Source: an optimization exercise on an open RTL-to-GDS flow (aim: small area). Production flows keep margins and buffers that such runs may drop. Where RTL was checked, it was by simulation tests only, not by an equivalence proof against the original. For run 3, only the layout was checked, not whether the RTL still works. No activity file was given, so power comes from the tool's default toggle rates. No driver is modelled on the clock port, so clocking that relies on it looks cheaper here than on a real chip.

File: design/flow/design.v
package mpb_pkg;
	localparam int ADDR_W = 7;
	localparam int DATA_W = 8;
	typedef logic [ADDR_W-1:0] addr_t;      
	typedef logic [DATA_W-1:0] data_t;      
	localparam int REG_NUM = 128;
	localparam addr_t REVID_ADDR  = 7'h7F;
	localparam data_t REVID_VALUE = 8'h27;
	typedef enum logic [1:0] {
		GNT_IDLE = 2'd0,                  
		GNT_I2C  = 2'd1,                  
		GNT_PRL  = 2'd2                   
	} grant_t;
endpackage
`timescale 1ns/10ps
import mpb_pkg::*;
module sfr_rowsel (
	input  logic  i_hi,
	input  logic  i_lo,
	input  logic  i_hi_n,
	input  logic  i_lo_n,
	output logic  o_sel,
	output logic  o_sel_n
);
	assign o_sel   = ~(i_hi_n | i_lo_n);
	assign o_sel_n = ~(i_hi & i_lo);
endmodule
module sfr_rdsel (
	input  logic  i_hi_n,
	input  logic  i_lo_n,
	output logic  o_sel
);
	assign o_sel = ~(i_hi_n | i_lo_n);
endmodule
module sfr_aoi3 (
	input  logic  i_a0, i_s0,
	input  logic  i_a1, i_s1,
	input  logic  i_a2, i_s2,
	output logic  o_y_n
);
	assign o_y_n = ~((i_a0 & i_s0) | (i_a1 & i_s1) | (i_a2 & i_s2));
endmodule
module sfr_tgl (
	input  logic  i_q,
	input  logic  i_d,
	input  logic  i_ld,
	input  logic  i_ld_n,
	output logic  o_y
);
	assign o_y = ~((i_q | i_ld) & (i_d | i_ld_n));
endmodule
module sfr_bank (
	input  logic  i_clk,
	input  logic  i_rst,
	input  logic  i_we,                   
	input  mpb_pkg::addr_t i_addr,
	input  mpb_pkg::data_t i_wdat,
	output mpb_pkg::data_t o_rdat         
);
	localparam int NRW = REG_NUM - 1;     
	mpb_pkg::data_t regs [NRW];
	logic           phase;
	always_ff @(posedge i_clk) begin
		if (i_rst) begin
			phase <= 1'b0;
		end else begin
			phase <= ~phase;
		end
	end
	logic [3:0]  rd_q;                    
	logic [3:0]  rd_m_n;                  
	logic [7:0]  rd_l_n;                  
	logic [7:0]  wr_hi, wr_hi_n;          
	logic [15:0] wr_lo, wr_lo_n;          
	always_comb begin
		for (int i = 0; i < 4; i++)  rd_q[i]   = (i_addr[6:5] == 2'(i));
		for (int i = 0; i < 4; i++)  rd_m_n[i] = (i_addr[4:3] != 2'(i));
		for (int j = 0; j < 8; j++)  rd_l_n[j] = (i_addr[2:0] != 3'(j));
		for (int i = 0; i < 8; i++)  wr_hi[i] = i_rst | (i_we & (i_addr[6:4] == 3'(i)));
		for (int j = 0; j < 16; j++) wr_lo[j] = i_rst | (i_addr[3:0] == 4'(j));
		wr_hi_n = ~wr_hi;
		wr_lo_n = ~wr_lo;
	end
	logic [31:0]    rsel;                 
	logic [NRW-1:0] wsel, wsel_n;
	for (genvar m = 0; m < 32; m++) begin : g_sel
		sfr_rdsel u_rdsel (
			.i_hi_n	(rd_m_n[m / 8]),
			.i_lo_n	(rd_l_n[m % 8]),
			.o_sel	(rsel[m])
		);
	end
	for (genvar n = 0; n < NRW; n++) begin : g_wsel
		sfr_rowsel u_rowsel (
			.i_hi	(wr_hi[n / 16]),
			.i_lo	(wr_lo[n % 16]),
			.i_hi_n	(wr_hi_n[n / 16]),
			.i_lo_n	(wr_lo_n[n % 16]),
			.o_sel	(wsel[n]),
			.o_sel_n(wsel_n[n])
		);
	end
	logic [7:0] grp_n [4][11];            
	mpb_pkg::data_t rd_mux;
	for (genvar k = 0; k < 4; k++) begin : g_qtr
		for (genvar g = 0; g < 10; g++) begin : g_grp
			for (genvar b = 0; b < DATA_W; b++) begin : g_bit
				sfr_aoi3 u_aoi (
					.i_a0	(regs[32*k+3*g][b]),   .i_s0 (rsel[3*g]),
					.i_a1	(regs[32*k+3*g+1][b]), .i_s1 (rsel[3*g+1]),
					.i_a2	(regs[32*k+3*g+2][b]), .i_s2 (rsel[3*g+2]),
					.o_y_n	(grp_n[k][g][b])
				);
			end
		end
	end
	always_comb begin
		for (int k = 0; k < 3; k++) begin
			for (int b = 0; b < DATA_W; b++) begin
				grp_n[k][10][b] = ~((regs[32*k+30][b] & rsel[30]) | (regs[32*k+31][b] & rsel[31]));
			end
		end
		for (int b = 0; b < DATA_W; b++) begin
			grp_n[3][10][b] = ~((regs[NRW-1][b] & rsel[30]) | ((REVID_VALUE[b] ^ phase) & rsel[31]));
		end
	end
	always_comb begin
		for (int b = 0; b < DATA_W; b++) begin
			rd_mux[b] = 1'b0;
			for (int k = 0; k < 4; k++) begin
				logic any;
				any = 1'b0;
				for (int g = 0; g < 11; g++) any = any | ~grp_n[k][g][b];
				rd_mux[b] = rd_mux[b] | (any & rd_q[k]);
			end
		end
	end
	always_ff @(posedge i_clk) begin
		o_rdat <= rd_mux ^ {DATA_W{phase}};
	end
	mpb_pkg::data_t wd;
	assign wd = i_rst ? '1 : (i_wdat ^ {DATA_W{phase}});
	for (genvar n = 0; n < NRW; n++) begin : g_row
		mpb_pkg::data_t nxt;
		for (genvar b = 0; b < DATA_W; b++) begin : g_bit
			sfr_tgl u_tgl (
				.i_q	(regs[n][b]),
				.i_d	(wd[b]),
				.i_ld	(wsel[n]),
				.i_ld_n	(wsel_n[n]),
				.o_y	(nxt[b])
			);
		end
		always_ff @(posedge i_clk) begin
			regs[n] <= nxt;
		end
	end
endmodule
`timescale 1ns/10ps
import mpb_pkg::*;
module mpb_hold (
	input  logic  i_q,
	input  logic  i_d,
	input  logic  i_ld,
	input  logic  i_ld_n,
	output logic  o_y
);
	assign o_y = (i_q & i_ld_n) | (i_d & i_ld);
endmodule
module mpb_arbiter (
	input  logic  i_clk,
	input  logic  i_rst,
	input  logic  i_rd_0,                 
	input  logic  i_wr_0,                 
	input  mpb_pkg::addr_t i_addr_0,
	input  mpb_pkg::data_t i_wdat_0,
	output logic  o_busy_0,               
	output logic  o_rrdy_0,               
	input  logic  i_rd_1,                 
	input  logic  i_wr_1,                 
	input  mpb_pkg::addr_t i_addr_1,
	input  mpb_pkg::data_t i_wdat_1,
	output logic  o_busy_1,               
	output logic  o_rrdy_1,               
	output logic  o_bus_we,
	output mpb_pkg::addr_t o_bus_addr,
	output mpb_pkg::data_t o_bus_wdat
);
	localparam int PW = 1 + ADDR_W + DATA_W;    
	logic        full0, full1;
	logic        fill0, fill1;
	logic        full0_nxt;
	assign fill0     = i_rd_0 | i_wr_0;
	assign fill1     = i_rd_1 | i_wr_1;
	assign full0_nxt = fill0 | (full0 & full1);
	logic [PW-1:0] s0_q, s0_nxt;
	logic [PW-1:0] in0, in1;
	assign in0 = {i_wr_0, i_addr_0, i_wdat_0};
	assign in1 = {i_wr_1, i_addr_1, i_wdat_1};
	for (genvar b = 0; b < PW; b++) begin : g_s0
		mpb_hold u_hold (
			.i_q	(s0_q[b]),
			.i_d	(in0[b]),
			.i_ld	(~full0),
			.i_ld_n	(full0),
			.o_y	(s0_nxt[b])
		);
	end
	always_ff @(posedge i_clk) begin
		s0_q <= s0_nxt;
	end
	logic [PW-1:0] bus_nxt, bus_q;
	logic          we_q, rd_q;
	assign bus_nxt = fill1 ? in1 : s0_nxt;
	always_ff @(posedge i_clk) begin
		bus_q <= bus_nxt;
	end
	logic        rrdy0_q, rrdy1_q;
	always_ff @(posedge i_clk) begin
		if (i_rst) begin
			full0   <= 1'b0;
			full1   <= 1'b0;
			we_q    <= 1'b0;
			rd_q    <= 1'b0;
			rrdy0_q <= 1'b0;
			rrdy1_q <= 1'b0;
		end else begin
			full0   <= full0_nxt;
			full1   <= fill1;
			we_q    <= (fill1 | full0_nxt) &  bus_nxt[PW-1];
			rd_q    <= (fill1 | full0_nxt) & ~bus_nxt[PW-1];
			rrdy0_q <= rd_q & ~full1;
			rrdy1_q <= rd_q &  full1;
		end
	end
	assign o_bus_we   = we_q;
	assign o_bus_addr = bus_q[DATA_W +: ADDR_W];
	assign o_bus_wdat = bus_q[0 +: DATA_W];
	assign o_busy_0 = full0;
	assign o_busy_1 = full1;
	assign o_rrdy_0 = rrdy0_q;
	assign o_rrdy_1 = rrdy1_q;
endmodule
`timescale 1ns/10ps
import mpb_pkg::*;
module mpb_core (
	input  logic  i_clk,
	input  logic  i_rst,
	input  logic  i_rd_0,
	input  logic  i_wr_0,
	input  mpb_pkg::addr_t i_addr_0,
	input  mpb_pkg::data_t i_wdat_0,
	input  logic  i_rd_1,
	input  logic  i_wr_1,
	input  mpb_pkg::addr_t i_addr_1,
	input  mpb_pkg::data_t i_wdat_1,
	output logic  o_busy_0,
	output logic  o_busy_1,
	output logic  o_rrdy_0,
	output logic  o_rrdy_1,
	output mpb_pkg::data_t o_rdat
);
	logic  bus_we;
	mpb_pkg::addr_t bus_addr;
	mpb_pkg::data_t bus_wdat;
	mpb_arbiter u0_mpb_arbiter (
		.i_clk		(i_clk),
		.i_rst		(i_rst),
		.i_rd_0		(i_rd_0),	 
		.i_wr_0		(i_wr_0),
		.i_addr_0	(i_addr_0),
		.i_wdat_0	(i_wdat_0),
		.o_busy_0	(o_busy_0),
		.o_rrdy_0	(o_rrdy_0),
		.i_rd_1		(i_rd_1),	 
		.i_wr_1		(i_wr_1),
		.i_addr_1	(i_addr_1),
		.i_wdat_1	(i_wdat_1),
		.o_busy_1	(o_busy_1),
		.o_rrdy_1	(o_rrdy_1),
		.o_bus_we	(bus_we),	 
		.o_bus_addr	(bus_addr),
		.o_bus_wdat	(bus_wdat)
	);  
	sfr_bank u0_sfr_bank (
		.i_clk		(i_clk),
		.i_rst		(i_rst),
		.i_we		(bus_we),
		.i_addr		(bus_addr),
		.i_wdat		(bus_wdat),
		.o_rdat		(o_rdat)	 
	);  
endmodule
File: design/flow/run.sh
#!/bin/bash
# synth_recipe.tcl (not shown) runs the flow's synth.tcl, then flattens the netlist and writes it again
# the make line also repeats each setting of config.mk as NAME=value (left out here)
make -C /OpenROAD-flow-scripts/flow DESIGN_CONFIG=/design/flow/config.mk WORK_HOME=/design/flow/orfs CLKGATE_MAP_FILE= SYNTH_SCRIPT=/design/flow/synth_recipe.tcl finish
File: design/flow/config.mk
export PLATFORM = sky130hd
export DESIGN_NAME = mpb_core
export DESIGN_NICKNAME = mpb_core
export VERILOG_FILES = /design/flow/design.v
export SDC_FILE = /design/flow/constraint.sdc
export NUM_CORES = 4
export LEC_CHECK = 0
export CAP_MARGIN = 20
export CORE_MARGIN = 2
export CORE_UTILIZATION = 40
export CTS_BUF_LIST = sky130_fd_sc_hd__clkbuf_8 sky130_fd_sc_hd__clkbuf_16
export CTS_CLUSTER_DIAMETER = 80
export CTS_CLUSTER_SIZE = 24
export SLEW_MARGIN = 20
export SYNTH_HIERARCHICAL = 1
File: design/flow/constraint.sdc
create_clock -name core_clock -period 5.0 [get_ports {i_clk}]
set_input_delay 1.0000 -clock core_clock [delete_from_list [all_inputs] [get_ports {i_clk}]]
set_output_delay 1.0000 -clock core_clock [all_outputs]
set_load 0.01 [all_outputs]
==> metrics.md, run 1 <==
| Metric | Value |
|---|---|
| Nets | 3201 |
| Largest net degree at the start of global routing | 128 |
| Ports | 48 |
| Final Setup Violations | 0 |
| Root Buffer | clkbuf_16 |
| Total GRT Usage | 27.57% |
| Full die area | 88040 µm² |
| 1st-iter DRT viols | 5010 |
| Setup TNS | 0 ns |
| Initial antenna violation count | 1 |
| Reg2Reg Setup Slack | 0.87 ns |
| Mapped Cells | 3011 |
| Async S/R FF share, synth | 0% |
| Clock Tree Buf Depth | 3 |
| Hold Violations, Final | 0 |
| Final core utilization | 45.06% |
| First-pass GRT wire length | 186.9 mm |
| Hpwl dp | 81.06 mm |
| Minimum clock period | 4.129 ns |
| Placed Area | 36870 µm² |
| Cell area after synthesis | 34270 µm² |
| Clock latency (worst-skew pair) | 0.67 ns |
| Worst vdd ir | 275.0 µV |
| Drt first pass iters | 10 |
| # DRC | 0 |
| Hold buffer count at cts | 0 |
| Final period util | 82.58% |
| Synth cell types | 39 |
| TritonCTS Buffers | 51 |
| # resized after CTS | 0 |
| Leak | 13.83 nW |
| # diodes | 0 |
| Hold Crit Endpoint | u0_sfr_bank.regs[71][7] |
| R2R Path End | u0_sfr_bank.o_rdat[2] |
| Routed Antenna Nets | 0 |
| WHS | 0.4480 ns |
| # clock sinks | 1062 |
| #FFs+latches synth | 1062 |
| Critical Path AT | 4.68 ns |
| Die width | 296.7 µm |
| Pins over their slew limit | 0 |
| DRT Wirelength | 128.1 mm |
| Drt wl/cell | 29.65 µm |
| Power per Cell Area | 494.8 nW/µm² |
| Yosys warning total | 332 |
| Syn avg cell area | 11.38 µm² |
| Grt total ovfl | 0 |
| Core area | 85010 µm² |
| Synth top cells by count | dfxtp_1 (1062), o22ai_1 (1017), a222oi_1 (320) |
| Port bufs | 47 |
| Max-Cap Viols | 0 |
| Worst slack, placed | 0.9323 ns |
| Initial core utilization | 40.31% |
| Count leader, synth | dfxtp_1 |
| CP max FO | 17 |
| Vias | 30400 |
| Post-route cell area | 38300 µm² |
| Die span in y | 296.7 µm |
| R2R Path Start | u0_mpb_arbiter.bus_q[8] |
| Final non-filler cell total | 4320 |
| Clock Pin Slew Worst Setup and Hold Paths | 0.10 ns |
| Max Clock Freq | 242.2 MHz |
| CTS tree | done |
| Cell type with the largest total area after synthesis | dfxtp_1 |
| Critical Path Source Type | flip-flop |
| Hold path start | u0_sfr_bank.regs[71][7] |
| Post-CTS setup buffers | 0 |
| WS Path Type | reg -> reg |
| Post-synth EDFFs | 0 |
| FP Rows | 107 |
| GPL Wtd Cong | 0.9467 |
| Placed cell count | 4256 |
| Post-route setup slack | 0.8709 ns |
| Number of global-route vias before repair | 28060 |
| Share of layout cells above drive strength 1 | 6.958% |
| Critical path required time | 5.55 ns |
| Worst-Margin Slew | 1.184 ns |
| Final Skew | 0.06347 ns |
| P&R area growth vs syn | 11.76% |
| Result of the run | timing/DRC/antenna clean |
| Worst Hold Path Cells | 1 |
| Post-synth top flop | dfxtp_1 |
| Reg2Reg Depth | 8 |
| Power, Total | 18.95 mW |
| H-tree level count | 2 |
| Vias per cell | 7.038 |
| Worst min path class | reg -> reg |
| Top post-synthesis cells by area | dfxtp_1 (62%), o22ai_1 (19%), a222oi_1 (9.3%) |
| Mapped Nets | 3047 |
| Critical path capture point type | flip-flop |
| Post-synthesis sequential area ratio | 62.03% |
| Top-area cell type share of the netlist area | 62.03% |
| Max-Slew Margin vs Limit | 20.87% |
| RSZ-0062 raised after global routing | false |
worst max path at each step:
stage,startpoint,to,slack (ns),cells after the start
detailed placement,i_rst,u0_sfr_bank.regs[63][3],0.93,5
CTS,u0_mpb_arbiter.bus_q[8],u0_sfr_bank.o_rdat[2],1.12,8
global route,u0_mpb_arbiter.bus_q[8],u0_sfr_bank.o_rdat[0],0.85,8
finish,u0_mpb_arbiter.bus_q[8],u0_sfr_bank.o_rdat[2],0.87,8
floorplan,i_rst,u0_sfr_bank.regs[0][0],1.16,3
global placement,i_rst,u0_sfr_bank.regs[54][6],0.93,5
layout by cell type, fill, tap and decap left out, types with 5 or more instances in the layout:
master / n
a21o_1: 15
a222oi_1: 320
a22o_1: 16
a22oi_2: 22
a31o_2: 8
buf_12: 10
buf_4: 62
clkbuf_16: 52
clkdlybuf4s50_1: 47
dfxtp_1: 1062
inv_1: 31
mux2_2: 6
mux2_4: 9
nand2_1: 138
nand2b_1: 5
nand2b_4: 8
nand3_1: 32
nand4_1: 64
nor2_1: 134
nor2_2: 27
nor2_4: 6
nor2b_1: 9
o2111ai_1: 8
o22ai_1: 1017
o31ai_1: 24
xnor2_1: 8
xor2_1: 8
cell families (layout without fill, tap and decap cells):
logic type,Yosys count,in the layout,share of synthesized area (%)
xor+xnor,16,16,0.4089
buf+inv,44,209,0.7082
mux,15,15,0.5914
flops,1062,1062,62.03
simple gates,435,435,5.651
compound gates,1439,1439,30.61
metal layers:
metal	GRT usage, %	up-vias	wire [µm]
li1	-	13220	-
met1	38.91	15010	53460
met2	39.02	1830	52710
met3	6.554	347	14440
met4	14.16	2	7470
met5	0	-	13
worst max-delay path, cell delays in order, from the launching register on:
cell and delay, ns:
dfxtp_1 0.68, or3_1 0.38, nor2_2 0.25, buf_4 0.30, a222oi_1 0.55, nand4_1 0.43, nor4_1 0.90, o2111ai_1 0.29
xor2_1 0.21
registers in the layout, indices dropped and copies added (netlist names), 8 cells and up:
signal	count
u0_mpb_arbiter.s0_q	16
u0_sfr_bank.o_rdat	8
u0_sfr_bank.regs	1016
u0_mpb_arbiter.bus_q	15
Yosys stat by module (local to each module, per instance), a selection:
| module | flip-flops and latches | cells | times used |
|---|---|---|---|
| sfr_aoi3 | 0 | 1 | 320 |
| sfr_bank | 1025 | 1308 | 1 |
| sfr_rdsel | 0 | 1 | 32 |
| mpb_arbiter | 37 | 65 | 1 |
| sfr_rowsel | 0 | 2 | 127 |
| mpb_hold | 0 | 1 | 16 |
| sfr_tgl | 0 | 1 | 1016 |
power by group:
part           leakage [nW]  internal (mW)  total (mW)  switching (mW)
clock network         0.724           1.97        4.71            2.73
registers              8.95           10.2        11.1           0.944
logic                  4.15           1.17        3.09            1.92
area by class of cell:
type                       count  area (µm²)
timing repair buffer         119        1136
clock inverter                10       110.1
clock buffer                  54        1329
inverter                      26       97.59
tap                         1144        1431
sequential                  1062       21260
multi-input combinational   1905       12940
fill                        8033       46710
==> run 2, diff against run 1 <==
==> design/flow/flow/run.sh (new file) <==
#!/bin/bash
# Standard synthesis and layout (standard.sh), with a leaner clock tree
# (larger sink clusters, no dummy loads) and small port buffers.
set -euo pipefail
CTS="-sink_clustering_enable -sink_clustering_size 30 -sink_clustering_max_diameter 100 -repair_clock_nets -dont_use_dummy_load -buf_list {sky130_fd_sc_hd__clkbuf_16}"
bash standard.sh finish \
	"CTS_ARGS=$CTS" \
	"BUFFER_PORTS_ARGS=-buffer_cell sky130_fd_sc_hd__buf_1" \
	> make_flow.log 2>&1
==> design/flow/standard.sh (new file) <==
#!/bin/bash
# synth_recipe.tcl (not shown) runs the flow's synth.tcl, then flattens the netlist and writes it again
# the make line also repeats each setting of config.mk as NAME=value (left out here)
make -C /OpenROAD-flow-scripts/flow DESIGN_CONFIG=/design/flow/config.mk WORK_HOME=/design/flow/orfs CLKGATE_MAP_FILE= SYNTH_SCRIPT=/design/flow/synth_recipe.tcl "${@:-finish}"
==> design/flow/config.mk (replaced) <==
export PLATFORM = sky130hd
export DESIGN_NAME = mpb_core
export DESIGN_NICKNAME = mpb_core
export VERILOG_FILES = /design/flow/design.v
export SDC_FILE = /design/flow/constraint.sdc
export NUM_CORES = 4
export LEC_CHECK = 0
export CAP_MARGIN = 20
export CORE_MARGIN = 2
export CORE_UTILIZATION = 70
export SLEW_MARGIN = 20
export SYNTH_HIERARCHICAL = 1
removed: design/flow/run.sh
==> run 2 against run 1 <==
Still clean on timing, DRC and antenna. Total power shrank 3.7%. Combinational power shrank 3%. Synthesized area is the same. Register-to-register slack gained 0.17 ns. Routed wire length shrank 3.5%. Worst setup slack gained 0.17 ns. Critical path depth is the same. Cell count shrank 13%. Flip-flop and latch count is the same. Clock-buffer cell count shrank 13. Critical path type unchanged. Critical endpoint is now u0_sfr_bank.o_rdat[7]. Highest routed layer unchanged.
==> metrics.md, run 2 <==
| Metric | Value |
|---|---|
| Compound-Gate Fraction of Synth Area | 30.61% |
| Worst Hold Path Cells | 1 |
| Cell type with the largest total area after synthesis | dfxtp_1 |
| RSZ-0062 raised after global routing | false |
| # clock sinks | 1062 |
| Clock latency (worst-skew pair) | 0.63 ns |
| Setup TNS | 0 ns |
| Die width | 225.3 µm |
| Port bufs | 47 |
| Regs by FF count | u0_sfr_bank.regs (1016), u0_mpb_arbiter.s0_q (16), u0_mpb_arbiter.bus_q (15) |
| Metal2 WL | 51.78 mm |
| Simple-Gate Fraction of Synth Area | 5.651% |
| Filler cells | 3352 |
| Final Skew | 0.06838 ns |
| Hold Violations, Final | 0 |
| Synth top cells by count | dfxtp_1 (1062), o22ai_1 (1017), a222oi_1 (320) |
| R2R Path Start | u0_mpb_arbiter.bus_q[12] |
| Vias per cell | 8.492 |
| Power per Cell Area | 494.9 nW/µm² |
| Post-synth top flop | dfxtp_1 |
| WL met1 | 44.06 mm |
| Initial core utilization | 70.45% |
| Clock Pin Slew Worst Setup and Hold Paths | 0.11 ns |
| 1st-iter DRT viols | 7311 |
| #FFs+latches synth | 1062 |
| Max-Cap Viols | 0 |
| Core area | 48650 µm² |
| Number of global-route vias before repair | 28960 |
| R2R Path End | u0_sfr_bank.o_rdat[7] |
| Critical Path AT | 4.49 ns |
| Clock Tree Buf Depth | 3 |
| Multiplexer share of the synthesized area | 0.5914% |
| Share of layout cells above drive strength 1 | 6.381% |
| Worst slack, placed | 1.166 ns |
| # DRC | 0 |
| # resized after CTS | 0 |
| WL met3 | 18.53 mm |
| CP max FO | 24 |
| Synth Area in XOR/XNOR | 0.4089% |
| Nets | 3188 |
| Count leader, synth | dfxtp_1 |
| Routed Antenna Nets | 0 |
| FP Rows | 81 |
| First-pass GRT wire length | 181.6 mm |
| Final Setup Violations | 0 |
| Async S/R FF share, synth | 0% |
| Syn avg cell area | 11.38 µm² |
| Critical path required time | 5.53 ns |
| Vias | 32060 |
| Hold path start | u0_sfr_bank.regs[39][3] |
| Die span in y | 225.3 µm |
| Mapped Nets | 3047 |
| Drt wl/cell | 32.76 µm |
| Reg2Reg Depth | 8 |
| Full die area | 50750 µm² |
| Top-area cell type share of the netlist area | 62.03% |
| Root Buffer | clkbuf_16 |
| Max reg flops | 1016 |
| Post-synth EDFFs | 0 |
| Post-route setup slack | 1.040 ns |
| Max Clock Freq | 252.5 MHz |
| Pins over their slew limit | 0 |
| Critical path capture point type | flip-flop |
| Critical Path Source Type | flip-flop |
| Post-CTS setup buffers | 0 |
| H-tree level count | 2 |
| Total GRT Usage | 47.02% |
| Cell area after synthesis | 34270 µm² |
| Adder-Cell Fraction of Synth Area | 0% |
| DRT Wirelength | 123.7 mm |
| Largest net degree at the start of global routing | 105 |
| GPL Wtd Cong | 1.028 |
| Hold buffer count at cts | 0 |
| Main combinational cell family by area after synthesis | compound AO/OA/AOI/OAI gates |
| Leak | 13.46 nW |
| Reg2Reg Setup Slack | 1.04 ns |
| Top post-synthesis cells by area | dfxtp_1 (62%), o22ai_1 (19%), a222oi_1 (9.3%) |
| Top reg by flops | u0_sfr_bank.regs |
| Drt first pass iters | 13 |
| Synth cell types | 39 |
| Worst-Margin Slew | 1.185 ns |
| Hold Crit Endpoint | u0_sfr_bank.regs[39][3] |
| Initial antenna violation count | 6 |
| Result of the run | timing/DRC/antenna clean |
| Max-Slew Margin vs Limit | 20.91% |
| Post-synthesis sequential area ratio | 62.03% |
| Ports | 48 |
| Yosys warning total | 332 |
| P&R area growth vs syn | 7.590% |
| TritonCTS Buffers | 41 |
| CTS tree | done |
| Top sig layer | met5 |
| Minimum clock period | 3.960 ns |
| Grt total ovfl | 0 |
| Most frequent cells in the layout | dfxtp_1 (1062), o22ai_1 (1017), a222oi_1 (320), nand2_1 (138), nor2_1 (134) |
| Final period util | 79.21% |
| WS Path Type | reg -> reg |
| Most common cell after layout, fill and taps aside | dfxtp_1 |
| Worst min path class | reg -> reg |
| Mapped Cells | 3011 |
| Hpwl dp | 79.68 mm |
| Worst vdd ir | 339.6 µV |
## run 2: worst max-delay path, stage by stage, from the launching register on
cell       delay, ns
dfxtp_1         0.54
nand2b_1        0.51
nor2_2          0.37
buf_4           0.28
a222oi_1        0.47
nand4_1         0.36
a2111oi_1       0.94
o2111ai_1       0.20
xor2_1          0.18
## run 2: layer usage
metal,track usage [%],vias to the layer above
li1,-,13180
met1,62.32,15390
met2,67.87,2886
met3,13.70,596
met4,28.90,8
met5,0.7820,-
## run 2: area by class of cell
| class | count | area (µm²) | area share [%] |
|---|---|---|---|
| flip-flops and latches | 1062 | 21260 | 57.66 |
| diodes | 3 | 7.507 | 0.02036 |
| well taps | 622 | 778.2 | 2.111 |
| clock buffers | 41 | 1026 | 2.782 |
| repair buffers | 116 | 787.0 | 2.134 |
| inverters | 26 | 97.59 | 0.2647 |
| multi-input cells | 1905 | 12920 | 35.03 |
## run 2: where the power goes
part           internal (mW)  leakage [nW]  switching, mW
clock network           1.49         0.505           2.47
registers               10.2          8.95           1.08
logic                   1.08          4.00           1.91
total                   12.8          13.5           5.46
## run 2: how the worst max path moves through the flow
stage / startpoint / end / slack [ns] / depth (start not counted)
4_1_cts: u0_mpb_arbiter.bus_q[12] / u0_sfr_bank.o_rdat[7] / 1.18 / 8
6_report: u0_mpb_arbiter.bus_q[12] / u0_sfr_bank.o_rdat[7] / 1.04 / 8
2_1_floorplan: i_rst / u0_sfr_bank.regs[0][0] / 1.16 / 3
5_1_grt: u0_mpb_arbiter.bus_q[12] / u0_sfr_bank.o_rdat[7] / 1.01 / 8
3_3_place_gp: u0_mpb_arbiter.bus_q[12] / u0_sfr_bank.o_rdat[7] / 1.37 / 8
3_5_place_dp: u0_mpb_arbiter.bus_q[12] / u0_sfr_bank.o_rdat[7] / 1.17 / 8
## run 2: per-module statistics from Yosys (local to each module, per instance), excerpt
module       cells inside  cell area [µm²]  copies in the design  flip-flops and latches
sfr_aoi3                1            10.01                   320                       0
mpb_arbiter            65             1046                     1                      37
sfr_tgl                 1            6.256                  1016                       0
sfr_rowsel              2            7.507                   127                       0
sfr_bank             1308            22450                     1                    1025
mpb_hold                1            8.758                    16                       0
sfr_rdsel               1            3.754                    32                       0
## run 2: per-stage QoR
stage / utilization, % / hold slack [ns] / cells / power (mW) / instance area (µm²)
floorplan: - / 0.4172 / 3011 / 12.94 / 34270
global placement: 73.65 / 0.4287 / 3730 / 13.98 / 35830
detailed placement: 73.65 / 0.4343 / 3730 / 14.21 / 35830
CTS: 75.76 / 0.4519 / 3771 / 17.97 / 36850
global route: 75.78 / 0.4612 / 3772 / 18.73 / 36870
finish: 75.80 / 0.4490 / 3775 / 18.25 / 36870
## run 2: logic make-up (layout without fill, tap and decap cells)
kind of cell              after synthesis  after routing
AOI/OAI and AO/OA                    1439           1439
DFF                                  1062           1062
muxes                                  15             15
other                                   0              3
xor gates and xnor gates               16             16
buffers and inverters                  44            183
and+or+nand+nor                       435            435
==> run 3, diff against run 2 <==
--- a/design/flow/design.v
+++ b/design/flow/design.v
@@ -41,13 +41,4 @@
 	assign o_y_n = ~((i_a0 & i_s0) | (i_a1 & i_s1) | (i_a2 & i_s2));
 endmodule
-module sfr_tgl (
-	input  logic  i_q,
-	input  logic  i_d,
-	input  logic  i_ld,
-	input  logic  i_ld_n,
-	output logic  o_y
-);
-	assign o_y = ~((i_q | i_ld) & (i_d | i_ld_n));
-endmodule
 module sfr_bank (
 	input  logic  i_clk,
@@ -59,13 +50,5 @@
 );
 	localparam int NRW = REG_NUM - 1;     
-	mpb_pkg::data_t regs [NRW];
-	logic           phase;
-	always_ff @(posedge i_clk) begin
-		if (i_rst) begin
-			phase <= 1'b0;
-		end else begin
-			phase <= ~phase;
-		end
-	end
+	mpb_pkg::data_t regs [NRW];           
 	logic [3:0]  rd_q;                    
 	logic [3:0]  rd_m_n;                  
@@ -122,5 +105,5 @@
 		end
 		for (int b = 0; b < DATA_W; b++) begin
-			grp_n[3][10][b] = ~((regs[NRW-1][b] & rsel[30]) | ((REVID_VALUE[b] ^ phase) & rsel[31]));
+			grp_n[3][10][b] = ~((regs[NRW-1][b] & rsel[30]) | (REVID_VALUE[b] & rsel[31]));
 		end
 	end
@@ -137,12 +120,12 @@
 	end
 	always_ff @(posedge i_clk) begin
-		o_rdat <= rd_mux ^ {DATA_W{phase}};
+		o_rdat <= rd_mux;
 	end
 	mpb_pkg::data_t wd;
-	assign wd = i_rst ? '1 : (i_wdat ^ {DATA_W{phase}});
+	assign wd = i_wdat & {DATA_W{~i_rst}};
 	for (genvar n = 0; n < NRW; n++) begin : g_row
 		mpb_pkg::data_t nxt;
 		for (genvar b = 0; b < DATA_W; b++) begin : g_bit
-			sfr_tgl u_tgl (
+			mpb_hold u_hold (
 				.i_q	(regs[n][b]),
 				.i_d	(wd[b]),
--- a/design/flow/config.mk
+++ b/design/flow/config.mk
@@ -8,5 +8,5 @@
 export CAP_MARGIN = 20
 export CORE_MARGIN = 2
-export CORE_UTILIZATION = 70
+export CORE_UTILIZATION = 40
 export SLEW_MARGIN = 20
 export SYNTH_HIERARCHICAL = 1
==> run 3 against run 2 <==
Sequential power decreased by 8%. Synthesized area grew 6.5%. Routed wire length is 9.9% higher. Global-route usage decreased by 19 points. Flip-flop and latch count down 1. Worst setup slack worse by 0.018 ns. Cell count rose by 14%. Combinational power decreased by 12%. Total power shrank 6.3%. Largest power group unchanged.
==> metrics.md, run 3 <==
| Metric | Value |
|---|---|
| # resized after CTS | 0 |
| # clock sinks | 1061 |
| Adder-Cell Fraction of Synth Area | 0% |
| Top-area cell type share of the netlist area | 58.18% |
| Clock latency (worst-skew pair) | 0.64 ns |
| Vias per cell | 7.245 |
| Core area | 90290 µm² |
| Critical Path Source Type | flip-flop |
| Post-synth EDFFs | 0 |
| Post-route cell area | 39940 µm² |
| Synth top cells by count | dfxtp_1 (1061), a22o_1 (1036), a222oi_1 (320) |
| Critical path capture point type | flip-flop |
| Die span in y | 306.1 µm |
| Final period util | 79.57% |
| 1st-iter DRT viols | 5785 |
| #FFs+latches synth | 1061 |
| Largest net degree at the start of global routing | 128 |
| DRT Wirelength | 135.8 mm |
| Minimum clock period | 3.979 ns |
| GPL Wtd Cong | 0.9373 |
| Mapped Nets | 3031 |
| Final core utilization | 44.23% |
| Leak | 15.45 nW |
| Routed Antenna Nets | 0 |
| Top reg by flops | u0_sfr_bank.regs |
| Initial core utilization | 40.44% |
| Drt first pass iters | 13 |
| Most common cell after layout, fill and taps aside | dfxtp_1 |
| Async S/R FF share, synth | 0% |
| Hold Violations, Final | 0 |
| Clock Pin Slew Worst Setup and Hold Paths | 0.12 ns |
| Final Setup Violations | 0 |
| Worst slack, placed | 1.315 ns |
| Multiplexer share of the synthesized area | 0.5552% |
| CTS tree | done |
| Yosys warning total | 332 |
| Post-synthesis sequential area ratio | 58.18% |
| Max Clock Freq | 251.3 MHz |
| Root Buffer | clkbuf_16 |
| Hpwl dp | 86.02 mm |
| Post-synth top flop | dfxtp_1 |
| Total GRT Usage | 27.59% |
| Nets | 3176 |
| Die width | 306.1 µm |
| Grt total ovfl | 0 |
| WHS | 0.4947 ns |
| Power, Total | 17.09 mW |
| Max-Slew Margin vs Limit | 24.79% |
| Compound-Gate Fraction of Synth Area | 35.23% |
| Syn avg cell area | 12.19 µm² |
| Mapped Cells | 2995 |
| Worst vdd ir | 317.5 µV |
| Simple-Gate Fraction of Synth Area | 5.511% |
| P&R area growth vs syn | 9.383% |
| Full die area | 93710 µm² |
| TritonCTS Buffers | 42 |
| Final Skew | 0.08608 ns |
| Pins over their slew limit | 0 |
| Reg2Reg Setup Slack | 1.02 ns |
| Initial antenna violation count | 4 |
| Ports | 48 |
| Placed Area | 38870 µm² |
| Main combinational cell family by area after synthesis | compound AO/OA/AOI/OAI gates |
| Max reg flops | 1016 |
| Drt wl/cell | 31.47 µm |
| Synth Area in XOR/XNOR | 0% |
| FP Rows | 110 |
| Top post-synthesis cells by area | dfxtp_1 (58%), a22o_1 (25%), a222oi_1 (8.8%) |
| Critical Path AT | 4.44 ns |
| WS Path Type | reg -> reg |
| RSZ-0062 raised after global routing | false |
| Power per Cell Area | 428.0 nW/µm² |
| CP max FO | 13 |
| First-pass GRT wire length | 198.1 mm |
| Number of global-route vias before repair | 29090 |
| Worst-Margin Slew | 1.125 ns |
| Post-route setup slack | 1.021 ns |
| Result of the run | timing/DRC/antenna clean |
| Critical path required time | 5.46 ns |
| Most frequent cells in the layout | dfxtp_1 (1061), a22o_1 (1036), a222oi_1 (320), nand2_1 (148), nor2_1 (137) |
| Vias | 31270 |
| Clock Tree Buf Depth | 3 |
| Synth cell types | 39 |
| Worst min path class | reg -> reg |
| Max-Cap Viols | 0 |
| Port bufs | 47 |
| Post-CTS setup buffers | 0 |
| # DRC | 0 |
| Cell area after synthesis | 36510 µm² |
| Count leader, synth | dfxtp_1 |
| Cell type with the largest total area after synthesis | dfxtp_1 |
| Share of layout cells above drive strength 1 | 5.736% |
| H-tree level count | 2 |
| Regs by FF count | u0_sfr_bank.regs (1016), u0_mpb_arbiter.s0_q (16), u0_mpb_arbiter.bus_q (15) |
| Hold buffer count at cts | 0 |
[run 3: cell types whose count changed after synthesis, moves of 7 or more]
cell / previous run / this run
a22o_1: 16 / 1036
o22ai_1: 1017 / 1
a22oi_2: 22 / 0
nand3_1: 32 / 12
o31ai_1: 24 / 4
a221oi_1: 0 / 16
nor3_1: 0 / 12
nand2_1: 138 / 148
a221o_1: 0 / 8
nand2b_1: 13 / 5
o2111ai_1: 8 / 0
xnor2_1: 8 / 0
xor2_1: 8 / 0
nor2b_1: 9 / 16
[run 3: path summary, 6_finish.rpt]
path | start | to | depth (start not counted)
worst min register to register | u0_sfr_bank.regs[98][6] | u0_sfr_bank.regs[98][6] | 1
worst max-delay path | u0_mpb_arbiter.bus_q[12] | u0_sfr_bank.o_rdat[5] | 8
worst min-delay path | u0_sfr_bank.regs[98][6] | u0_sfr_bank.regs[98][6] | 1
worst max register to register | u0_mpb_arbiter.bus_q[12] | u0_sfr_bank.o_rdat[5] | 8
[run 3: logic make-up (layout without fill, tap and decap cells)]
logic type,Yosys count,count (layout)
and+or+nand+nor,449,449
other,0,2
DFF,1061,1061
muxes,15,15
buffers and inverters,43,186
AOI/OAI and AO/OA,1427,1427
[run 3: metal layers]
| layer | global-route usage, % | share of wire, % |
|---|---|---|
| met1 | 37.96 | 41 |
| met2 | 41.48 | 43 |
| met3 | 6.159 | 11 |
| met4 | 12.10 | 4.8 |
| met5 | 0 | 0 |
[run 3: Yosys stat by module (local to each module, per instance), a selection]
module	cell area [µm²]	cells inside	copies in the design
mpb_arbiter	1046	65	1
sfr_rdsel	3.754	1	32
mpb_hold	8.758	1	1032
sfr_aoi3	10.01	1	320
sfr_rowsel	7.507	2	127
sfr_bank	22150	1292	1
[run 3: power breakdown]
part / leakage [nW] / internal (mW) / switching [mW] / total (mW)
Sequential: 8.80 / 9.63 / 0.742 / 10.4
Clock: 0.518 / 1.52 / 2.57 / 4.10
Combinational: 6.13 / 1.12 / 1.50 / 2.63
Total: 15.4 / 12.3 / 4.82 / 17.1
[run 3: final cells by class]
class | count | area, µm²
Antenna cell | 2 | 5.005
Clock buffer | 42 | 1051
Fill cell | 8305 | 50350
Inverter | 26 | 97.59
Multi-Input combinational cell | 1891 | 15260
Sequential cell | 1061 | 21240
Tap cell | 1176 | 1471
Timing Repair Buffer | 118 | 810.8
[run 3: per-stage QoR]
step	TNS, ns	instances
after floorplan	-818.45	2995
after global placement	0	4271
after detailed placement	0	4271
after CTS	0	4313
after global routing	0	4314
final	0	4316
[run 3: worst max-delay path, cell delays in order (launching register included)]
cell and delay [ns]:
dfxtp_1 0.51, nand2b_1 0.63, nor2_2 0.32, buf_4 0.25, a222oi_1 0.41, nand4_1 0.16, a221o_1 0.38, nor4_1 0.94
o31ai_1 0.18
==> run 4, diff against run 3 <==
--- a/design/flow/design.v
+++ b/design/flow/design.v
@@ -41,4 +41,13 @@
 	assign o_y_n = ~((i_a0 & i_s0) | (i_a1 & i_s1) | (i_a2 & i_s2));
 endmodule
+module sfr_tgl (
+	input  logic  i_q,
+	input  logic  i_d,
+	input  logic  i_ld,
+	input  logic  i_ld_n,
+	output logic  o_y
+);
+	assign o_y = ~((i_q | i_ld) & (i_d | i_ld_n));
+endmodule
 module sfr_bank (
 	input  logic  i_clk,
@@ -50,5 +59,13 @@
 );
 	localparam int NRW = REG_NUM - 1;     
-	mpb_pkg::data_t regs [NRW];           
+	mpb_pkg::data_t regs [NRW];
+	logic           phase;
+	always_ff @(posedge i_clk) begin
+		if (i_rst) begin
+			phase <= 1'b0;
+		end else begin
+			phase <= ~phase;
+		end
+	end
 	logic [3:0]  rd_q;                    
 	logic [3:0]  rd_m_n;                  
@@ -84,6 +101,10 @@
 		);
 	end
-	logic [7:0] grp_n [4][11];            
+	logic [7:0] grp_n [4][10];            
+	logic [7:0] tail_n [3];
+	logic [7:0] tsel;                     
+	mpb_pkg::data_t revid_ph;
 	mpb_pkg::data_t rd_mux;
+	assign revid_ph = REVID_VALUE ^ {DATA_W{phase}};
 	for (genvar k = 0; k < 4; k++) begin : g_qtr
 		for (genvar g = 0; g < 10; g++) begin : g_grp
@@ -97,22 +118,42 @@
 			end
 		end
-	end
+		sfr_rdsel u_tsel0 (
+			.i_hi_n	(~rd_q[k]),
+			.i_lo_n	(~rsel[30]),
+			.o_sel	(tsel[2*k])
+		);
+		sfr_rdsel u_tsel1 (
+			.i_hi_n	(~rd_q[k]),
+			.i_lo_n	(~rsel[31]),
+			.o_sel	(tsel[2*k+1])
+		);
+	end
+	logic [7:0] tail [8];
 	always_comb begin
-		for (int k = 0; k < 3; k++) begin
-			for (int b = 0; b < DATA_W; b++) begin
-				grp_n[k][10][b] = ~((regs[32*k+30][b] & rsel[30]) | (regs[32*k+31][b] & rsel[31]));
-			end
-		end
-		for (int b = 0; b < DATA_W; b++) begin
-			grp_n[3][10][b] = ~((regs[NRW-1][b] & rsel[30]) | (REVID_VALUE[b] & rsel[31]));
-		end
+		for (int t = 0; t < 7; t++) tail[t] = regs[32*(t/2) + 30 + (t%2)];
+		tail[7] = revid_ph;
+	end
+	for (genvar b = 0; b < DATA_W; b++) begin : g_tail
+		sfr_aoi3 u_aoi0 (
+			.i_a0	(tail[0][b]), .i_s0 (tsel[0]),
+			.i_a1	(tail[1][b]), .i_s1 (tsel[1]),
+			.i_a2	(tail[2][b]), .i_s2 (tsel[2]),
+			.o_y_n	(tail_n[0][b])
+		);
+		sfr_aoi3 u_aoi1 (
+			.i_a0	(tail[3][b]), .i_s0 (tsel[3]),
+			.i_a1	(tail[4][b]), .i_s1 (tsel[4]),
+			.i_a2	(tail[5][b]), .i_s2 (tsel[5]),
+			.o_y_n	(tail_n[1][b])
+		);
+		assign tail_n[2][b] = ~((tail[6][b] & tsel[6]) | (tail[7][b] & tsel[7]));
 	end
 	always_comb begin
 		for (int b = 0; b < DATA_W; b++) begin
-			rd_mux[b] = 1'b0;
+			rd_mux[b] = ~(tail_n[0][b] & tail_n[1][b] & tail_n[2][b]);
 			for (int k = 0; k < 4; k++) begin
 				logic any;
 				any = 1'b0;
-				for (int g = 0; g < 11; g++) any = any | ~grp_n[k][g][b];
+				for (int g = 0; g < 10; g++) any = any | ~grp_n[k][g][b];
 				rd_mux[b] = rd_mux[b] | (any & rd_q[k]);
 			end
@@ -120,12 +161,12 @@
 	end
 	always_ff @(posedge i_clk) begin
-		o_rdat <= rd_mux;
+		o_rdat <= rd_mux ^ {DATA_W{phase}};
 	end
 	mpb_pkg::data_t wd;
-	assign wd = i_wdat & {DATA_W{~i_rst}};
+	assign wd = i_rst ? '1 : (i_wdat ^ {DATA_W{phase}});
 	for (genvar n = 0; n < NRW; n++) begin : g_row
 		mpb_pkg::data_t nxt;
 		for (genvar b = 0; b < DATA_W; b++) begin : g_bit
-			mpb_hold u_hold (
+			sfr_tgl u_tgl (
 				.i_q	(regs[n][b]),
 				.i_d	(wd[b]),
--- a/design/flow/config.mk
+++ b/design/flow/config.mk
@@ -8,5 +8,5 @@
 export CAP_MARGIN = 20
 export CORE_MARGIN = 2
-export CORE_UTILIZATION = 40
+export CORE_UTILIZATION = 70
 export SLEW_MARGIN = 20
 export SYNTH_HIERARCHICAL = 1
==> run 4 against run 3 <==
Sequential share of layout area rose by 4.4 points. Register-to-register slack improved by 0.06 ns. Worst hold slack got worse by 0.044 ns. Flip-flop and latch count rose by 1. Global-route usage rose by 19 points. Cell count fell by 12%. Synthesized cell count rose by 1.6%. Sequential power rose by 8%. Total power rose by 6.4%. Clock skew fell by 0.054 ns. Routed wire length fell by 9.5%. Worst setup slack improved by 0.065 ns.
==> metrics.md, run 4 <==
| Metric | Value |
|---|---|
| Result of the run | timing/DRC/antenna clean |
| Post-synth EDFFs | 0 |
| WS Path Type | reg -> reg |
| Clock network fraction of total power | 21.9% |
| Initial antenna violation count | 2 |
| Critical path capture point type | flip-flop |
| Drt first pass iters | 14 |
| R2R Path Start | u0_mpb_arbiter.bus_q[10] |
| Syn avg cell area | 11.25 µm² |
| Power per Cell Area | 492.6 nW/µm² |
| TritonCTS Buffers | 41 |
| Share of layout cells above drive strength 1 | 5.746% |
| Cell area after synthesis | 34240 µm² |
| #FFs+latches synth | 1062 |
| Yosys warning total | 15 |
| Drt wl/cell | 32.27 µm |
| Die width | 225.2 µm |
| Full die area | 50700 µm² |
| Max Clock Freq | 255.5 MHz |
| Top post-synthesis cells by area | dfxtp_1 (62%), o22ai_1 (19%), a222oi_1 (9.8%) |
| GPL Wtd Cong | 1.012 |
| CP max FO | 21 |
| P&R area growth vs syn | 7.860% |
| Worst slack, placed | 1.370 ns |
| Post-synthesis sequential area ratio | 62.09% |
| Port bufs | 47 |
| Hold buffer count at cts | 0 |
| Top reg by flops | u0_sfr_bank.regs |
| Hold Crit Endpoint | u0_sfr_bank.regs[77][3] |
| Die span in y | 225.2 µm |
| Largest net degree at the start of global routing | 128 |
| Clock Tree Buf Depth | 3 |
| Total GRT Usage | 46.63% |
| Sw Share | 29.67% |
| Top-area cell type share of the netlist area | 62.09% |
| Synth cell types | 36 |
| Worst-Margin Slew | 1.236 ns |
| Most common cell after layout, fill and taps aside | dfxtp_1 |
| Pins over their slew limit | 0 |
| Reg2Reg Depth | 9 |
| Worst vdd ir | 470.1 µV |
| Initial core utilization | 70.39% |
| Post-synth top flop | dfxtp_1 |
| Routed Antenna Nets | 0 |
| # DRC | 0 |
| RSZ-0062 raised after global routing | false |
| Critical Path Source Type | flip-flop |
| First-pass GRT wire length | 179.4 mm |
| Final period util | 78.28% |
| Core area | 48650 µm² |
| Synth top cells by count | dfxtp_1 (1062), o22ai_1 (1017), a222oi_1 (336) |
| Final Setup Violations | 0 |
| Grt total ovfl | 0 |
| H-tree level count | 2 |
| Minimum clock period | 3.914 ns |
| Critical path required time | 5.54 ns |
| Post-route cell area | 36930 µm² |
| Clock latency (worst-skew pair) | 0.64 ns |
| Count leader, synth | dfxtp_1 |
| Max-Cap Viols | 0 |
| Internal cell power | 12.80 mW |
| Crit-path cells | nor2_1 -> nand2_1 -> nor2_2 -> a222oi_1 -> nand4_1 -> nor3_1 -> o21ai_0 -> nor3_2 -> xnor2_1 |
| Leak | 13.46 nW |
| Max-Slew Margin vs Limit | 17.53% |
| Reg2Reg Setup Slack | 1.09 ns |
| Setup TNS | 0 ns |
| Hpwl dp | 77.91 mm |
| Regs by FF count | u0_sfr_bank.regs (1016), u0_mpb_arbiter.s0_q (16), u0_mpb_arbiter.bus_q (15) |
| Mapped Nets | 3080 |
| Combinational Power Share | 16.6% |
| Cell type with the largest total area after synthesis | dfxtp_1 |
| CP peak stage delay | 0.98 ns |
| Ports | 48 |
| Async S/R FF share, synth | 0% |
| Final Skew | 0.03162 ns |
| Placed Area | 35880 µm² |
| CTS tree | done |
| Slowest CP cell | nor2_2 |
| Nets | 3223 |
| Most frequent cells in the layout | dfxtp_1 (1062), o22ai_1 (1017), a222oi_1 (336), nand2_1 (157), nor2_1 (151) |
| Root Buffer | clkbuf_16 |
| P_sw | 5.398 mW |
| Clock Pin Slew Worst Setup and Hold Paths | 0.11 ns |
| Vias per cell | 8.391 |
| Post-CTS setup buffers | 0 |
| # resized after CTS | 0 |
| Vias | 31980 |
| Hold path start | u0_sfr_bank.regs[77][3] |
| Max reg flops | 1016 |
| Worst Hold Path Cells | 1 |
| Hold Violations, Final | 0 |
| Part of the power in registers | 61.6% |
| Mapped Cells | 3044 |
| Top delay family on crit path | simple AND/OR/NAND/NOR gates |
| DRT Wirelength | 123.0 mm |
| # clock sinks | 1062 |
| Worst min path class | reg -> reg |
| Post-route setup slack | 1.086 ns |
| Number of global-route vias before repair | 29080 |
| Worst Path Buf+Inv | 0 |
| Critical Path AT | 4.45 ns |
| R2R Path End | u0_sfr_bank.o_rdat[2] |
| 1st-iter DRT viols | 7127 |
| FP Rows | 81 |
## run 4: worst max-delay path by stage
stage                                         to  slack (ns)  cells past startpoint                      from
final                      u0_sfr_bank.o_rdat[2]        1.09                      9  u0_mpb_arbiter.bus_q[10]
after global routing       u0_sfr_bank.o_rdat[3]        1.08                     10  u0_mpb_arbiter.bus_q[10]
after CTS                  u0_sfr_bank.o_rdat[2]        1.40                     10   u0_mpb_arbiter.bus_q[9]
after detailed placement   u0_sfr_bank.o_rdat[2]        1.37                     10   u0_mpb_arbiter.bus_q[9]
after global placement     u0_sfr_bank.o_rdat[6]        1.47                     10  u0_mpb_arbiter.bus_q[10]
after floorplan           u0_sfr_bank.regs[0][0]        1.16                      3                     i_rst
## run 4: cell type report
| type | count | area, µm² |
|---|---|---|
| flip-flops and latches | 1062 | 21260 |
| multi-input cells | 1940 | 12970 |
| fillers | 3306 | 11720 |
| clock buffers | 41 | 1026 |
| repair buffers | 114 | 780.7 |
| well taps | 622 | 778.2 |
| inverters | 28 | 105.1 |
| diodes | 4 | 10.01 |
## run 4: Yosys stat by module (local to each module, per instance), a selection
module,times used,flops+latches,cell area [µm²],cells
sfr_aoi3,336,0,10.01,1
sfr_bank,1,1025,22230,1317
mpb_arbiter,1,37,1046,65
mpb_hold,16,0,8.758,1
sfr_tgl,1016,0,6.256,1
sfr_rowsel,127,0,7.507,2
sfr_rdsel,40,0,3.754,1
## run 4: metal layers
layer | vias up | part of all wire [%] | track usage [%]
met2 | 2809 | 41 | 65.48
met1 | 15350 | 36 | 62.23
met3 | 548 | 16 | 16.79
met4 | 0 | 7.0 | 26.53
li1 | 13270 | - | -
met5 | - | 0 | 0
## run 4: cells by family after synthesis
family,count (synthesis),synth area share (%)
AO/OA/AOI/OAI,1411,29.73
XOR/XNOR,16,0.4093
buffers and inverters,42,0.5664
flip-flops,1062,62.09
multiplexers,15,0.5920
AND/OR/NAND/NOR,498,6.610
## run 4: power groups by stage
stage          Clock (mW)  Sequential, mW  Combinational [mW]
3_5_place_dp            0            11.3                2.83
2_1_floorplan           0            11.1                1.89
4_1_cts              3.93            11.1                2.83
5_1_grt              4.23            11.3                3.11
6_report             3.98            11.2                3.01
3_3_place_gp            0            11.2                2.70
## run 4: metrics by stage
stage	total power, mW	hold slack (ns)	util (%)	std cells
floorplan	12.95	0.4213	-	3044
global placement	13.92	0.4290	73.75	3766
detailed placement	14.16	0.4363	73.76	3766
CTS	17.92	0.4483	75.87	3807
global route	18.69	0.4611	75.90	3807
finish	18.19	0.4510	75.92	3811

==> separate check: timing with driven ports <==
Ports are ideal in the flow. The routed layouts listed here were re-timed in OpenROAD. Step 1 sets driving cells, clkbuf_16 on the clock port and buf_2 on the other inputs (assumed; they add their load-dependent delay and slew). Step 2 adds t to the input delays and takes it off the output delays; t is the mean of the earliest and latest rising clock arrival at the registers after step 1. Input paths then give back, and output paths get back, about the clock's delay inside the block. Three values: no drivers, after step 1, after step 2; two values: the first two.
run	shift t [ns]	slack for setup (ns)	worst setup path at the end	worst data-port slew with drivers (ns)
run 1	0.704	0.871 / 0.871 / 0.665	input to register	0.04
run 2	0.663	1.040 / 1.040 / 1.040	register to register	0.04
run 3	0.675	1.021 / 1.021 / 1.021	register to register	0.05
run 4	0.691	1.086 / 1.086 / 1.086	register to register	0.05
After both steps every run listed still meets setup and hold. The setup slack of run 1, which loses most, moves by 0.000 ns with the drivers and by -0.206 ns with both steps.
